This design comes from an exercise in tuning for small area on the open sky130 flow, not from production work. The RTL was checked by simulation tests, not by an equivalence proof against the original design. Power and IR drop assume default switching activity.

wip/ember:
// noc_perm_bridge
module noc_perm_bridge
#(
	parameter int LANES = perm_pkg::LANES_DEFAULT
) (
	input  wire        clk,
	input  wire        rst,
	input  wire        noc_to_dev_ctl,
	input  wire [7:0]  noc_to_dev_data,
	output logic       noc_from_dev_ctl,
	output logic [7:0] noc_from_dev_data,
	output logic       pushin,
	output logic       firstin,
	output logic [63:0] din,
	input  wire        stopin
);
	logic              field_hdr;
	logic              field_addr;
	logic              field_last;
	logic              wr_en;
	noc_pkg::byte_t             wr_byte;
	logic              buf_full;
	logic              resp_valid;
	noc_pkg::resp_kind_e        resp_kind;
	noc_pkg::node_id_t          dest_id;
	noc_pkg::node_id_t          src_id;
	noc_pkg::byte_t             acc_cnt;
	logic              drop_seen;
	noc_rx_fsm u_rx (
		.clk             (clk),
		.rst             (rst),
		.noc_to_dev_ctl  (noc_to_dev_ctl),
		.noc_to_dev_data (noc_to_dev_data),
		.field_last      (field_last),
		.field_hdr       (field_hdr),
		.field_addr      (field_addr),
		.buf_full        (buf_full),
		.wr_en           (wr_en),
		.wr_byte         (wr_byte),
		.resp_valid      (resp_valid),
		.resp_kind       (resp_kind),
		.dest_id         (dest_id),
		.src_id          (src_id),
		.acc_cnt         (acc_cnt),
		.drop_seen       (drop_seen)
	);
	len_counter u_field (
		.clk        (clk),
		.hdr_load   (field_hdr),
		.hdr_byte   (noc_to_dev_data),
		.addr_phase (field_addr),
		.last       (field_last)
	);
	state_buffer #(.LANES(LANES)) u_buf (
		.clk        (clk),
		.rst        (rst),
		.wr_en      (wr_en),
		.wr_byte    (wr_byte),
		.full       (buf_full),
		.stopin     (stopin),
		.pushin     (pushin),
		.firstin    (firstin),
		.din        (din)
	);
	noc_resp_tx u_tx (
		.clk               (clk),
		.rst               (rst),
		.resp_valid        (resp_valid),
		.resp_kind         (resp_kind),
  ...
For scale: roughly 2000 cells after synthesis, ~1700 flip-flops, ~87 I/O pins.
clock: 5.0 ns
lec_check: 0
cap_margin: 20
core_margin: 2
core_utilization: 70
place_density: 0.8
slew_margin: 20
standard.sh (not shown) runs the stock make flow with config.mk's settings and CLKGATE_MAP_FILE= SYNTH_SCRIPT=/design/flow/synth_recipe.tcl, a recipe that flattens the netlist after the stock synthesis.
==> flow/flow/run.sh <==
#!/bin/bash
# The standard layout (standard.sh, standard synthesis unchanged) with two
# changes:
#  - ports are buffered with sky130_fd_sc_hd__buf_1 rather than the delay
#    buffer buffer_ports picks by default;
set -uo pipefail
export BUFFER_PORTS_ARGS="-buffer_cell sky130_fd_sc_hd__buf_1"
export RDIR="$PWD/orfs/results/$FLOW_PLATFORM/noc_perm_bridge/base"
LOGS="orfs/logs/$FLOW_PLATFORM/noc_perm_bridge/base"
LIMIT=0.126

slew_below() { # stage log -> 0 if the measured slew is below LIMIT
	STAGE=$1 openroad -exit flow/slew.tcl > "$2" 2>&1
	local worst
	worst=$(awk '/^WORSTCLKSLEW/ {print $2}' "$2")
	echo "$2: worst clock-pin slew ${worst:-unknown} ns"
	[[ -n "$worst" ]] && awk -v w="$worst" -v l="$LIMIT" 'BEGIN { exit !(w < l) }'
}

clusters=("32 100" "30 100" "28 100" "26 90" "24 80" "22 80" "20 70" "18 70" "16 60" "12 50")
last=$((${#clusters[@]} - 1))
for try in "${!clusters[@]}"; do
	read -r size diameter <<< "${clusters[$try]}"
	export CTS_ARGS="-sink_clustering_enable -repair_clock_nets -sink_clustering_size $size -sink_clustering_max_diameter $diameter -dont_use_dummy_load"
	if [[ $try -gt 0 ]]; then
		bash standard.sh clean_cts clean_route clean_finish > "make_clean_try$try.log" 2>&1
	fi
	echo "try $try: cluster size $size, diameter $diameter um"
	if ! bash standard.sh grt > "make_grt_try$try.log" 2>&1; then
		echo "try $try: layout failed before global routing"
		continue
	fi
	if [[ $try -lt $last ]] && ! slew_below grt "slew_grt_try$try.log"; then
		cp -r "$LOGS" "orfs_logs_try$try"
		continue
	fi
	if ! bash standard.sh > "make_finish_try$try.log" 2>&1; then
		echo "try $try: layout failed"
		cp -r "$LOGS" "orfs_logs_try$try"
		continue
	fi
	cp -r "$LOGS" "orfs_logs_try$try"
	if slew_below final "slew_final_try$try.log" || [[ $try -eq $last ]]; then
		exit 0
	fi
done
exit 0
Other scripts of this flow, unchanged in this note and not shown: flow/flow/slew.tcl
wip/ember ended with every stage complete and zero timing, DRC or antenna violations.
Input-level comparison between wip/violet and wip/ember:
- PLACE_DENSITY now 0.9, was 0.8
--- a/flow/flow/run.sh
+++ b/flow/flow/run.sh
@@ -22,5 +22,5 @@
 for try in "${!clusters[@]}"; do
 	read -r size diameter <<< "${clusters[$try]}"
-	export CTS_ARGS="-sink_clustering_enable -repair_clock_nets -sink_clustering_size $size -sink_clustering_max_diameter $diameter -dont_use_dummy_load"
+	export CTS_ARGS="-sink_clustering_enable -repair_clock_nets -sink_clustering_size $size -sink_clustering_max_diameter $diameter -dont_use_dummy_load -root_buf sky130_fd_sc_hd__clkbuf_8"
 	if [[ $try -gt 0 ]]; then
 		bash standard.sh clean_cts clean_route clean_finish > "make_clean_try$try.log" 2>&1
Results
- Every run (wip/violet and wip/ember) finished clean.
- Comparing the two runs side by side, wip/violet comes out behind wip/ember on internal power contribution.
- wip/violet vs wip/ember: leakage power summed over all cells up in wip/violet
- Changes observed in wip/violet relative to wip/ember: power of the sequential group ~0 delta; routed wire length +5.6%.
- sky130_fd_sc_hd__dfstp_2 as the worst-path cell with the longest stage delay was reported by wip/ember, and sky130_fd_sc_hd__nor2_1 by wip/violet.
Edits applied to the flow inputs when going from wip/violet to wip/delta:
- PLACE_DENSITY now 0.88, was 0.9
- CORE_UTILIZATION now 75, was 70
--- a/flow/flow/run.sh
+++ b/flow/flow/run.sh
@@ -18,9 +18,9 @@
 }
 
-clusters=("32 100" "30 100" "28 100" "26 90" "24 80" "22 80" "20 70" "18 70" "16 60" "12 50")
+clusters=("28 100" "27 90" "26 90" "26 70" "25 80" "25 70" "24 80" "24 70" "23 80" "22 80" "20 70" "18 70" "16 60" "12 50")
 last=$((${#clusters[@]} - 1))
 for try in "${!clusters[@]}"; do
 	read -r size diameter <<< "${clusters[$try]}"
-	export CTS_ARGS="-sink_clustering_enable -repair_clock_nets -sink_clustering_size $size -sink_clustering_max_diameter $diameter -dont_use_dummy_load -root_buf sky130_fd_sc_hd__clkbuf_8"
+	export CTS_ARGS="-sink_clustering_enable -repair_clock_nets -sink_clustering_size $size -sink_clustering_max_diameter $diameter -dont_use_dummy_load"
 	if [[ $try -gt 0 ]]; then
 		bash standard.sh clean_cts clean_route clean_finish > "make_clean_try$try.log" 2>&1
## What came out
Per the final summary, wip/delta finished and its layout is clean on timing, DRC and antenna. Going from wip/violet to wip/delta, post-layout utilization of the core saw an increase, via count went up by about 3.3%. For wip/violet, the start point of the critical path was u_buf.full, unlike wip/delta, where it was u_buf.row[2]. wip/delta vs wip/violet: well-tap cell count down. wip/delta: fraction of the cycle the final worst path needs 1.6 points below wip/violet. When wip/delta is measured against wip/violet, its fraction of power spent switching nets turns out 0.49 points higher. Initial cell density of the core (wip/delta over wip/violet): increase, 4.8 points. Status: multi-input combinational cell area parity (wip/delta, wip/violet). Relative to wip/violet, count of clock-buffer cells in the layout has decreased by about 20% in wip/delta. Delta(count of TritonRoute iterations in the first routing pass, wip/delta - wip/violet) > 0. Cell area | wip/delta vs wip/violet | wip/delta smaller.
--- input diff wip/delta..wip/quartz ---
- changing CORE_UTILIZATION from 75 to 70
- changing PLACE_DENSITY from 0.88 to 0.8
- setting GPL_TIMING_DRIVEN to 0 for the first time
--- a/flow/flow/run.sh
+++ b/flow/flow/run.sh
@@ -18,5 +18,5 @@
 }
 
-clusters=("28 100" "27 90" "26 90" "26 70" "25 80" "25 70" "24 80" "24 70" "23 80" "22 80" "20 70" "18 70" "16 60" "12 50")
+clusters=("32 100" "30 100" "28 100" "26 90" "24 80" "22 80" "20 70" "18 70" "16 60" "12 50")
 last=$((${#clusters[@]} - 1))
 for try in "${!clusters[@]}"; do
Non-clock buffer count | wip/quartz above wip/delta
Compared with wip/delta, inserted tap cell count in wip/quartz increased by a few percent.
For wip/delta, the endpoint of the worst setup timing path was firstin, unlike wip/quartz, where it was din[54].
The final worst-path cycle share reported for wip/quartz is greater than that of wip/delta by 6.4 points.
Fraction of power consumed by combinational cells came out higher on wip/quartz than on wip/delta.
Diff wip/delta -> wip/quartz: area added between synthesis and finish now larger, setup slack decreased by 0.32 ns relative to the old numbers.
When the final numbers for wip/delta and wip/quartz were put side by side, the post-layout total power turned out to be smaller in wip/delta.
Input changes introduced in wip/xenon (baseline for comparison: wip/quartz):
- removing GPL_TIMING_DRIVEN (formerly 0)
--- a/flow/flow/run.sh
+++ b/flow/flow/run.sh
@@ -18,5 +18,5 @@
 }
 
-clusters=("32 100" "30 100" "28 100" "26 90" "24 80" "22 80" "20 70" "18 70" "16 60" "12 50")
+clusters=("28 100" "27 90" "26 90" "26 70" "25 80" "25 70" "24 80" "24 70" "23 80" "22 80" "20 70" "18 70" "16 60" "12 50")
 last=$((${#clusters[@]} - 1))
 for try in "${!clusters[@]}"; do
==> comparison <==
wip/xenon has completed all stages; timing, DRC and antenna checks passed. Taking wip/quartz as the reference, in wip/xenon first-pass GRT wire length went down by about 3%, share of total power in the clock network went down by 1.0 points. Growth of design area from synthesis to finish (lower): wip/xenon. The estimated power of wip/xenon ends up lower than the estimate for wip/quartz. Re total CTS buffers: wip/quartz was higher than wip/xenon. wip/xenon vs. wip/quartz: sequential share of cell area climbed 0.84 points; non-clock buffer count dropped 8.
--- input diff wip/xenon..wip/willow ---
- swapping 0.8 for 0.88 in PLACE_DENSITY
- swapping 70 for 75 in CORE_UTILIZATION
--- a/flow/flow/run.sh
+++ b/flow/flow/run.sh
@@ -18,9 +18,9 @@
 }
 
-clusters=("28 100" "27 90" "26 90" "26 70" "25 80" "25 70" "24 80" "24 70" "23 80" "22 80" "20 70" "18 70" "16 60" "12 50")
+clusters=("32 100" "30 100" "28 100" "26 90" "24 80" "22 80" "20 70" "18 70" "16 60" "12 50")
 last=$((${#clusters[@]} - 1))
 for try in "${!clusters[@]}"; do
 	read -r size diameter <<< "${clusters[$try]}"
-	export CTS_ARGS="-sink_clustering_enable -repair_clock_nets -sink_clustering_size $size -sink_clustering_max_diameter $diameter -dont_use_dummy_load"
+	export CTS_ARGS="-sink_clustering_enable -repair_clock_nets -sink_clustering_size $size -sink_clustering_max_diameter $diameter -dont_use_dummy_load -root_buf sky130_fd_sc_hd__clkbuf_8"
 	if [[ $try -gt 0 ]]; then
 		bash standard.sh clean_cts clean_route clean_finish > "make_clean_try$try.log" 2>&1
- wip/xenon → wip/willow: minimum setup slack in the final design has decreased; internal power consumption went up 170 uW; wire length on met1 climbed 5000 um.
- Area added between synthesis and finish was lower in wip/xenon than in wip/willow.
- Utilization wip/xenon -> wip/willow: up
- Overall via count from detail_route: wip/willow vs wip/xenon up 1500
- wip/xenon has a lower share of power burned in the clock network than wip/willow.
- In wip/willow the delay of the slowest cell on the worst path turned out 0.44 ns lower than in wip/xenon.
- Number of well-tap cells placed, wip/xenon and wip/willow, higher one = wip/xenon.
- Startpoint of the most critical setup path = u_buf.pushin_n: wip/xenon; startpoint of the most critical setup path = u_buf.row[2]: wip/willow
- Looking only at fraction of layout instances using a drive strength above 1, and setting everything else aside, the higher value of wip/xenon and wip/willow goes to wip/willow.
- Area of the die down 6.6% in wip/willow wrt wip/xenon

job 2746:
Another version of the RTL of noc_perm_bridge (not shown whole).
For scale: roughly 1,700 flip-flops, about 52,000 um^2 of cells after synthesis.
Settings: LEC_CHECK=0, CAP_MARGIN=20, CORE_MARGIN=2, CORE_UTILIZATION=70, PLACE_DENSITY=0.8, SLEW_MARGIN=20; clock period 5.0 ns.
==> flow/flow/run.sh <==
#!/bin/bash
# The standard layout (standard.sh, standard synthesis unchanged) with two
# changes:
#  - ports are buffered with sky130_fd_sc_hd__buf_1 rather than the delay
#    buffer buffer_ports picks by default;
set -uo pipefail
export BUFFER_PORTS_ARGS="-buffer_cell sky130_fd_sc_hd__buf_1"
export RDIR="$PWD/orfs/results/$FLOW_PLATFORM/noc_perm_bridge/base"
LOGS="orfs/logs/$FLOW_PLATFORM/noc_perm_bridge/base"
try=0
for cluster in "26 80" "24 70" "20 70" "16 60" "12 50"; do
	read -r size diameter <<< "$cluster"
	try=$((try + 1))
	export CTS_ARGS="-sink_clustering_enable -repair_clock_nets -sink_clustering_size $size -sink_clustering_max_diameter $diameter -dont_use_dummy_load"
	if [[ $try -gt 1 ]]; then
		bash standard.sh clean_cts clean_route clean_finish > "make_clean_try$try.log" 2>&1
	fi
	echo "try $try: cluster size $size, diameter $diameter um"
	if ! bash standard.sh > "make_try$try.log" 2>&1; then
		echo "try $try: layout failed"
		continue
	fi
	cp -r "$LOGS" "orfs_logs_try$try"
	openroad -exit flow/slew.tcl > "slew_try$try.log" 2>&1
	worst=$(awk '/^WORSTCLKSLEW/ {print $2}' "slew_try$try.log")
	echo "try $try: worst clock-pin slew ${worst:-unknown} ns"
	if [[ -n "$worst" ]] && awk -v w="$worst" 'BEGIN { exit !(w < 0.123) }'; then
		exit 0
	fi
done
exit 0
==> flow/flow/slew.tcl <==
# Worst flip-flop clock-pin slew of the routed layout, with its extracted parasitics
set R $::env(RDIR)
read_liberty $::env(FLOW_HOME)/platforms/sky130hd/lib/sky130_fd_sc_hd__tt_025C_1v80.lib
read_db $R/6_final.odb
read_sdc $R/6_final.sdc
read_spef $R/6_final.spef
set worst 0
foreach p [get_pins -of_objects [all_registers] -filter "name==CLK"] {
	foreach prop {slew_max_rise slew_max_fall} {
		set s [get_property $p $prop]
		if {$s > $worst} { set worst $s }
	}
}
puts "WORSTCLKSLEW $worst"
Job 2746 ended with every stage complete and zero timing, DRC or antenna violations.
For job 545, these inputs were changed with respect to job 2746:
Settings: setting CTS_CLUSTER_DIAMETER to 100 for the first time; setting CTS_CLUSTER_SIZE to 25 for the first time; changing PLACE_DENSITY from 0.8 to 0.88; changing CORE_UTILIZATION from 70 to 80.
==> flow/run.sh (new file) <==
#!/bin/bash
# synth_recipe.tcl (not shown) runs the flow's synth.tcl, then flattens the netlist and writes it again
# the make line also repeats each setting of config.mk as NAME=value (left out here)
make -C /OpenROAD-flow-scripts/flow DESIGN_CONFIG=/design/flow/config.mk WORK_HOME=/design/flow/orfs CLKGATE_MAP_FILE= SYNTH_SCRIPT=/design/flow/synth_recipe.tcl finish
removed: flow/flow/run.sh
removed: flow/flow/slew.tcl
removed: flow/standard.sh
Findings:
Run status, job 545: aborted in detailed placement, error DPL-0033. Comparing job 545 against job 2746, there is no change at all in count of input and output buffers. Reported for job 545 and job 2746, per-instance average area after synthesis turned out identical to the last digit. Arithmetic-cell share of the synthesized area counting full adders, half adders and majority gates came out exactly the same in job 545 and job 2746. Cmp job 545 and job 2746 / initial core utilization / higher: job 545. Changes observed in job 545 relative to job 2746: count of mapped cells out of synthesis level, number of nets in the synthesized netlist level. Compared with job 2746, in job 545 height of the die went down by 6.4%, routability congestion estimate from global placement moved down, width of the chip fell 18 um, synthesized area closely matched the old numbers, standard-cell row count lower.

[static timing again, ports no longer ideal]
No port has a modelled driver above. Below, the same layouts with a new extraction and two added sets of constraints.
Step 1: set_driving_cell puts a clkbuf_16 on clk and a buf_2 on each other input, an assumption about the parent block.
Step 2 times the ports against the registers' clock, not the clock port: input delays grow and output delays shrink by t, the midpoint of the rising clock arrivals with the driver on.
Slacks: ideal / step 1 / step 2; pairs: ideal / step 1.
run	t, ns	setup slack, ns	hold WS [ns]	slew at the worst register clock pin (ns)
wip/ember	0.700	1.549 / 1.484 / 1.301	0.384 / 0.384 / 0.384	0.12 / 0.12
wip/violet	0.817	1.463 / 1.463 / 0.827	0.312 / 0.269 / 0.379	0.12 / 0.12
wip/delta	0.692	1.540 / 1.478 / 1.158	0.406 / 0.406 / 0.406	0.11 / 0.11
wip/quartz	0.707	1.219 / 1.154 / 0.680	0.383 / 0.383 / 0.383	0.12 / 0.12
wip/xenon	0.685	1.523 / 1.454 / 1.100	0.358 / 0.358 / 0.358	0.11 / 0.11
wip/willow	0.829	1.294 / 1.227 / 1.080	0.356 / 0.308 / 0.399	0.11 / 0.11
job 2746	0.680	1.817 / 1.753 / 1.449	0.370 / 0.370 / 0.370	0.12 / 0.12
After both steps every run listed still meets setup and hold. For wip/violet, which loses most, drivers alone change the setup slack by 0.000 ns; drivers and shift together by -0.636 ns.
